This is an optimization exercise on Yosys and OpenROAD, whose aim is small area, not a production implementation. Function was checked by simulation only, so behaviour that the tests miss may differ from the original. Power is estimated from default activity; no workload was simulated.

==> job 5013 <==
## exec_cluster
module exec_cluster #(
    parameter int RS_DEPTH = 15
) (
    input  logic               clk,
    input  logic               rst,
    input  logic               ena,
    input  logic               dispatch,
    input  exec_pkg::alu_op_t  op,
    input  exec_pkg::data_t    vj,
    input  exec_pkg::data_t    vk,
    input  exec_pkg::data_t    pc,
    input  exec_pkg::data_t    imm,
    input  exec_pkg::rob_tag_t qj,
    input  exec_pkg::rob_tag_t qk,
    input  exec_pkg::rob_tag_t rd_tag,
    input  exec_pkg::rob_tag_t ls_cdb_tag,
    input  exec_pkg::data_t    ls_cdb_data,
    output logic               has_capacity,
    output exec_pkg::rob_tag_t alu_cdb_tag,
    output exec_pkg::data_t    alu_cdb_data
);
==> flow/config.mk <==
export PLATFORM = sky130hd
export DESIGN_NAME = exec_cluster
export DESIGN_NICKNAME = exec_cluster
export VERILOG_FILES = /design/flow/design.v
export SDC_FILE = /design/flow/constraint.sdc
export NUM_CORES = 4
export LEC_CHECK = 0
export ABC_AREA = 1
export CAP_MARGIN = 20
export CORE_MARGIN = 2
export CORE_UTILIZATION = 45
export SLEW_MARGIN = 20
export BUFFER_PORTS_ARGS = -buffer_cell sky130_fd_sc_hd__buf_1
export CTS_ARGS = -sink_clustering_enable -repair_clock_nets -sink_clustering_size 25 -sink_clustering_max_diameter 80 -dont_use_dummy_load
==> flow/constraint.sdc <==
create_clock -name core_clock -period 10.0 [get_ports {clk}]
set_input_delay 2.0000 -clock core_clock [delete_from_list [all_inputs] [get_ports {clk}]]
set_output_delay 2.0000 -clock core_clock [all_outputs]
set_load 0.01 [all_outputs]
standard.sh (not shown) runs the stock make flow with config.mk's settings and CLKGATE_MAP_FILE= SYNTH_SCRIPT=/design/flow/synth_recipe.tcl, a recipe that flattens the netlist after the stock synthesis.
==> flow/flow/run.sh <==
#!/bin/bash
# Layout flow: the standard synthesis, then the combinational logic re-mapped
# for area with ABC (every register kept as the standard synthesis made it, same
# instance name and cell type), then the standard layout from floorplan on,
# with the smallest buffer on each port and no dummy clock-tree loads.
# Each tool's output goes to a log file of its own in this folder.
set -euo pipefail
W=$(pwd)
F=$W/flow
R=$W/orfs/results/$FLOW_PLATFORM/exec_cluster/base
LIB=$FLOW_HOME/platforms/$FLOW_PLATFORM/lib/sky130_fd_sc_hd__tt_025C_1v80.lib

cat >> $W/config.mk <<EOF
export BUFFER_PORTS_ARGS = -buffer_cell sky130_fd_sc_hd__buf_1
export CTS_ARGS = -sink_clustering_enable -repair_clock_nets -sink_clustering_size 25 -sink_clustering_max_diameter 80 -dont_use_dummy_load
EOF

# 1. standard synthesis
bash standard.sh synth > $W/flow_synth.log 2>&1

# 2. area re-mapping of the logic between the registers
cp $R/1_2_yosys.v $W/standard_synth.v
bash $F/reabc.sh $W/standard_synth.v $W/remapped.v $LIB $F/area.abc $F $W/flow_reabc.log
cp $W/remapped.v $R/1_2_yosys.v
rm -f $R/1_synth.odb $R/1_synth.sdc

# 3. standard layout on the re-mapped netlist
bash standard.sh > $W/flow_layout.log 2>&1
==> flow/flow/area.abc <==
strash
dc2
dch -f
map -D 2500
strash
dch
map -D 2500
topo
==> flow/flow/dontuse.txt <==
sky130_fd_sc_hd__probe_p_8 sky130_fd_sc_hd__probec_p_8 sky130_fd_sc_hd__lpflow_bleeder_1 sky130_fd_sc_hd__lpflow_clkbufkapwr_1 sky130_fd_sc_hd__lpflow_clkbufkapwr_16 sky130_fd_sc_hd__lpflow_clkbufkapwr_2 sky130_fd_sc_hd__lpflow_clkbufkapwr_4 sky130_fd_sc_hd__lpflow_clkbufkapwr_8 sky130_fd_sc_hd__lpflow_clkinvkapwr_1 sky130_fd_sc_hd__lpflow_clkinvkapwr_16 sky130_fd_sc_hd__lpflow_clkinvkapwr_2 sky130_fd_sc_hd__lpflow_clkinvkapwr_4 sky130_fd_sc_hd__lpflow_clkinvkapwr_8 sky130_fd_sc_hd__lpflow_decapkapwr_12 sky130_fd_sc_hd__lpflow_decapkapwr_3 sky130_fd_sc_hd__lpflow_decapkapwr_4 sky130_fd_sc_hd__lpflow_decapkapwr_6 sky130_fd_sc_hd__lpflow_decapkapwr_8 sky130_fd_sc_hd__lpflow_inputiso0n_1 sky130_fd_sc_hd__lpflow_inputiso0p_1 sky130_fd_sc_hd__lpflow_inputiso1n_1 sky130_fd_sc_hd__lpflow_inputiso1p_1 sky130_fd_sc_hd__lpflow_inputisolatch_1 sky130_fd_sc_hd__lpflow_isobufsrc_1 sky130_fd_sc_hd__lpflow_isobufsrc_16 sky130_fd_sc_hd__lpflow_isobufsrc_2 sky130_fd_sc_hd__lpflow_isobufsrc_4 sky130_fd_sc_hd__lpflow_isobufsrc_8 sky130_fd_sc_hd__lpflow_isobufsrckapwr_16 sky130_fd_sc_hd__lpflow_lsbuf_lh_hl_isowell_tap_1 sky130_fd_sc_hd__lpflow_lsbuf_lh_hl_isowell_tap_2 sky130_fd_sc_hd__lpflow_lsbuf_lh_hl_isowell_tap_4 sky130_fd_sc_hd__lpflow_lsbuf_lh_isowell_4 sky130_fd_sc_hd__lpflow_lsbuf_lh_isowell_tap_1 sky130_fd_sc_hd__lpflow_lsbuf_lh_isowell_tap_2 sky130_fd_sc_hd__lpflow_lsbuf_lh_isowell_tap_4 sky130_fd_sc_hd__fill_1 sky130_fd_sc_hd__fill_2 sky130_fd_sc_hd__fill_4 sky130_fd_sc_hd__fill_8 
==> flow/flow/reabc.sh <==
#!/bin/bash
# Re-map the combinational logic of a synthesized netlist for area with ABC.
# Flip-flops (and every sequential cell) are kept as they are, instance for instance.
# usage: reabc.sh IN.v OUT.v LIB SCRIPT.abc FLOWDIR LOG
set -euo pipefail
IN=$1; OUT=$2; LIB=$3; ABC=$4; D=$5; LOG=$6
SEQ=$(cat $D/seqcells.txt)
DU=$(for c in $(cat $D/dontuse.txt); do printf -- '-dont_use %s ' $c; done)
cat > ${OUT%.v}.ys <<EOF
read_liberty -overwrite -ignore_miss_func $LIB
blackbox $SEQ
read_verilog $IN
hierarchy -top $FLOW_TOP
flatten
rename -hide w:_*_.*
delete t:\$scopeinfo
opt_clean -purge
abc -script $ABC -liberty $LIB $DU
opt_clean -purge
hilomap -singleton -hicell sky130_fd_sc_hd__conb_1 HI -locell sky130_fd_sc_hd__conb_1 LO
insbuf -buf sky130_fd_sc_hd__buf_4 A X
splitnets
opt_clean -purge
tee -o ${OUT%.v}_stat.txt stat -liberty $LIB
write_verilog -noattr -nohex -nodec $OUT
EOF
$FLOW_HOME/../tools/install/yosys/bin/yosys -q -l $LOG ${OUT%.v}.ys >/dev/null
==> flow/flow/seqcells.txt <==
sky130_fd_sc_hd__dfbbn_1 sky130_fd_sc_hd__dfbbn_2 sky130_fd_sc_hd__dfbbp_1 sky130_fd_sc_hd__dfrbp_1 sky130_fd_sc_hd__dfrbp_2 sky130_fd_sc_hd__dfrtn_1 sky130_fd_sc_hd__dfrtp_1 sky130_fd_sc_hd__dfrtp_2 sky130_fd_sc_hd__dfrtp_4 sky130_fd_sc_hd__dfsbp_1 sky130_fd_sc_hd__dfsbp_2 sky130_fd_sc_hd__dfstp_1 sky130_fd_sc_hd__dfstp_2 sky130_fd_sc_hd__dfstp_4 sky130_fd_sc_hd__dfxbp_1 sky130_fd_sc_hd__dfxbp_2 sky130_fd_sc_hd__dfxtp_1 sky130_fd_sc_hd__dfxtp_2 sky130_fd_sc_hd__dfxtp_4 sky130_fd_sc_hd__dlrbn_1 sky130_fd_sc_hd__dlrbn_2 sky130_fd_sc_hd__dlrbp_1 sky130_fd_sc_hd__dlrbp_2 sky130_fd_sc_hd__dlrtn_1 sky130_fd_sc_hd__dlrtn_2 sky130_fd_sc_hd__dlrtn_4 sky130_fd_sc_hd__dlrtp_1 sky130_fd_sc_hd__dlrtp_2 sky130_fd_sc_hd__dlrtp_4 sky130_fd_sc_hd__dlxbn_1 sky130_fd_sc_hd__dlxbn_2 sky130_fd_sc_hd__dlxbp_1 sky130_fd_sc_hd__dlxtn_1 sky130_fd_sc_hd__dlxtn_2 sky130_fd_sc_hd__dlxtn_4 sky130_fd_sc_hd__dlxtp_1 sky130_fd_sc_hd__edfxbp_1 sky130_fd_sc_hd__edfxtp_1 sky130_fd_sc_hd__lpflow_inputisolatch_1 sky130_fd_sc_hd__sdfbbn_1 sky130_fd_sc_hd__sdfbbn_2 sky130_fd_sc_hd__sdfbbp_1 sky130_fd_sc_hd__sdfrbp_1 sky130_fd_sc_hd__sdfrbp_2 sky130_fd_sc_hd__sdfrtn_1 sky130_fd_sc_hd__sdfrtp_1 sky130_fd_sc_hd__sdfrtp_2 sky130_fd_sc_hd__sdfrtp_4 sky130_fd_sc_hd__sdfsbp_1 sky130_fd_sc_hd__sdfsbp_2 sky130_fd_sc_hd__sdfstp_1 sky130_fd_sc_hd__sdfstp_2 sky130_fd_sc_hd__sdfstp_4 sky130_fd_sc_hd__sdfxbp_1 sky130_fd_sc_hd__sdfxbp_2 sky130_fd_sc_hd__sdfxtp_1 sky130_fd_sc_hd__sdfxtp_2 sky130_fd_sc_hd__sdfxtp_4 sky130_fd_sc_hd__sedfxbp_1 sky130_fd_sc_hd__sedfxbp_2 sky130_fd_sc_hd__sedfxtp_1 sky130_fd_sc_hd__sedfxtp_2 sky130_fd_sc_hd__sedfxtp_4
==> job 8493 (differences from job 5013) <==
--- a/flow/design.v
+++ b/flow/design.v
@@ -54,13 +54,13 @@
     exec_pkg::rob_tag_t  ent_qb   [RS_DEPTH];
     exec_pkg::rob_tag_t  ent_tag  [RS_DEPTH];
     logic [RS_DEPTH-1:0] ready;
     logic [RS_DEPTH-1:0] grant;
     logic [RS_DEPTH-1:0] free_sel;
     logic [idx_w-1:0]    grant_idx;
-    logic [RS_DEPTH-1:0] issue_sel;
+    logic [idx_w-1:0]    issue_idx;
     logic                disp_we;
     function automatic logic tag_hit(exec_pkg::rob_tag_t q, exec_pkg::rob_tag_t bus_tag);
         tag_hit = (q != exec_pkg::no_tag) && (q == bus_tag);
     endfunction
     always_comb begin
         logic seen_r, seen_f;
@@ -116,13 +116,13 @@
             busy        <= (busy & ~grant) | (disp_we ? free_sel : '0);
             issue_valid <= |ready;
         end
     end
     always_ff @(posedge clk) begin
         if (ena) begin
-            issue_sel <= grant;
+            issue_idx <= grant_idx;
         end
     end
     logic [RS_DEPTH-1:0] sd, wda, wla, waa, wdb, wlb, wab, ca, cb;
     always_comb begin
         for (int i = 0; i < RS_DEPTH; i++) begin
             logic hl, ha, nocap_a, nocap_b;
@@ -159,21 +159,16 @@
             end else begin
                 if (ca[i]) ent_qa[i] <= exec_pkg::no_tag;
                 if (cb[i]) ent_qb[i] <= exec_pkg::no_tag;
             end
         end
     end
-    always_comb begin
-        rd_code = '0; rd_a = '0; rd_b = '0; rd_tag_out = '0;
-        for (int i = 0; i < RS_DEPTH; i++) begin
-            rd_code    |= {4{issue_sel[i]}} & ent_code[i];
-            rd_a       |= {32{issue_sel[i]}} & ~ent_na[i];
-            rd_b       |= {32{issue_sel[i]}} & ~ent_nb[i];
-            rd_tag_out |= {4{issue_sel[i]}} & ent_tag[i];
-        end
-    end
+    assign rd_code    = ent_code[issue_idx];
+    assign rd_a       = ~ent_na[issue_idx];
+    assign rd_b       = ~ent_nb[issue_idx];
+    assign rd_tag_out = ent_tag[issue_idx];
 endmodule
 `timescale 1ns/1ps
 module int_alu (
     input  logic [3:0]  code,
     input  exec_pkg::data_t a,
     input  exec_pkg::data_t b,
==> flow/flow/run.sh (replaced) <==
#!/bin/bash
# Layout flow: the standard flow (standard.sh), with two changes to how the
# layout is made: each port gets the smallest buffer (buf_1) instead of the
# default delay buffer, and clock-tree synthesis adds no dummy loads.
# Each tool's output goes to a log file of its own in this folder.
set -euo pipefail
W=$(pwd)

cat >> $W/config.mk <<EOF
export BUFFER_PORTS_ARGS = -buffer_cell sky130_fd_sc_hd__buf_1
export CTS_ARGS = -sink_clustering_enable -repair_clock_nets -sink_clustering_size 25 -sink_clustering_max_diameter 80 -dont_use_dummy_load
EOF

bash standard.sh synth > $W/flow_synth.log 2>&1
bash standard.sh > $W/flow_layout.log 2>&1
- CORE_UTILIZATION: 45 -> 55
removed: flow/flow/area.abc
removed: flow/flow/dontuse.txt
removed: flow/flow/reabc.sh
removed: flow/flow/seqcells.txt
==> metrics.log <==
[metrics] status: timing/DRC/antenna clean
[metrics] relative slew slack: 0.101
[metrics] synth-to-layout area growth: 6.03%
[metrics] pin count of the biggest net entering global routing: 65
[metrics] crit-path max FO: 28
[metrics] post-route minimum period: between 8000 and 9000 ps
[metrics] Sinks on Clock Net: 1256
[metrics] Net Switching: 4.09 mW
[metrics] wire length of the first global-routing pass: 521000 µm
[metrics] most common cell after layout, fill and taps aside: nand2_1
[metrics] Cells after Synth: 8968
[metrics] instance count on the critical path: 34
[metrics] number of sequential storage elements: between 1k and 1.5k
[metrics] cell depth of the worst flop-to-flop path: 34
(the above is from job 8493)
==> metrics.log <==
[metrics] status: timing/DRC/antenna clean
[metrics] most common cell after layout, fill and taps aside: o22ai_1
[metrics] wire length of the first global-routing pass: roughly 560000 µm
[metrics] instance count on the critical path: 23
[metrics] crit-path max FO: 22
[metrics] number of sequential storage elements: about 1.3k
[metrics] Sinks on Clock Net: about 1.3k
[metrics] fraction of layout cells with a size suffix above 1: 0.0852
[metrics] Max IR drop VDD: roughly 0.00013 V
[metrics] non-filler instance count after layout: a little under 10k
[metrics] post-route minimum period: approximately 7600 ps
[metrics] Net Switching: ~3.2 mW
[metrics] pin count of the biggest net entering global routing: 64
[metrics] synth-to-layout area growth: 13.7%
[metrics] Core ar.: ~140000 µm²
[metrics] relative slew slack: 0.0537
[metrics] Cells after Synth: ~7.2k
[metrics] number of resized instances in the post-cts repair step: 0
(the above is from job 5013)

==> what the ideal ports hide <==
In the flow no input, the clock included, has a driving cell. The finished layouts below were timed again as built, in two steps.
Step 1 assumes that a clkbuf_16 drives the clock port and a buf_2 every other input.
Step 2 adds t to the input delays and takes it off the output delays; t is the mean of the earliest and latest rising clock arrival at the registers after step 1. Input paths then give back, and output paths get back, about the clock's delay inside the block.
Slacks: ideal ports / drivers / drivers and shift; pairs: ideal ports / drivers.
run | t, ns | slack for setup (ns) | worst hold slack (ns) | worst setup path at the end
job 5013 | 0.834 | 2.428 / 2.428 / 1.798 | 0.448 / 0.448 / 0.448 | input to register
job 8493 | 0.799 | 1.869 / 1.869 / 1.623 | 0.454 / 0.454 / 0.454 | input to register
After both steps every run listed still meets setup and hold. The setup slack of job 5013, which loses most, moves by 0.000 ns with the drivers and by -0.630 ns with both steps.
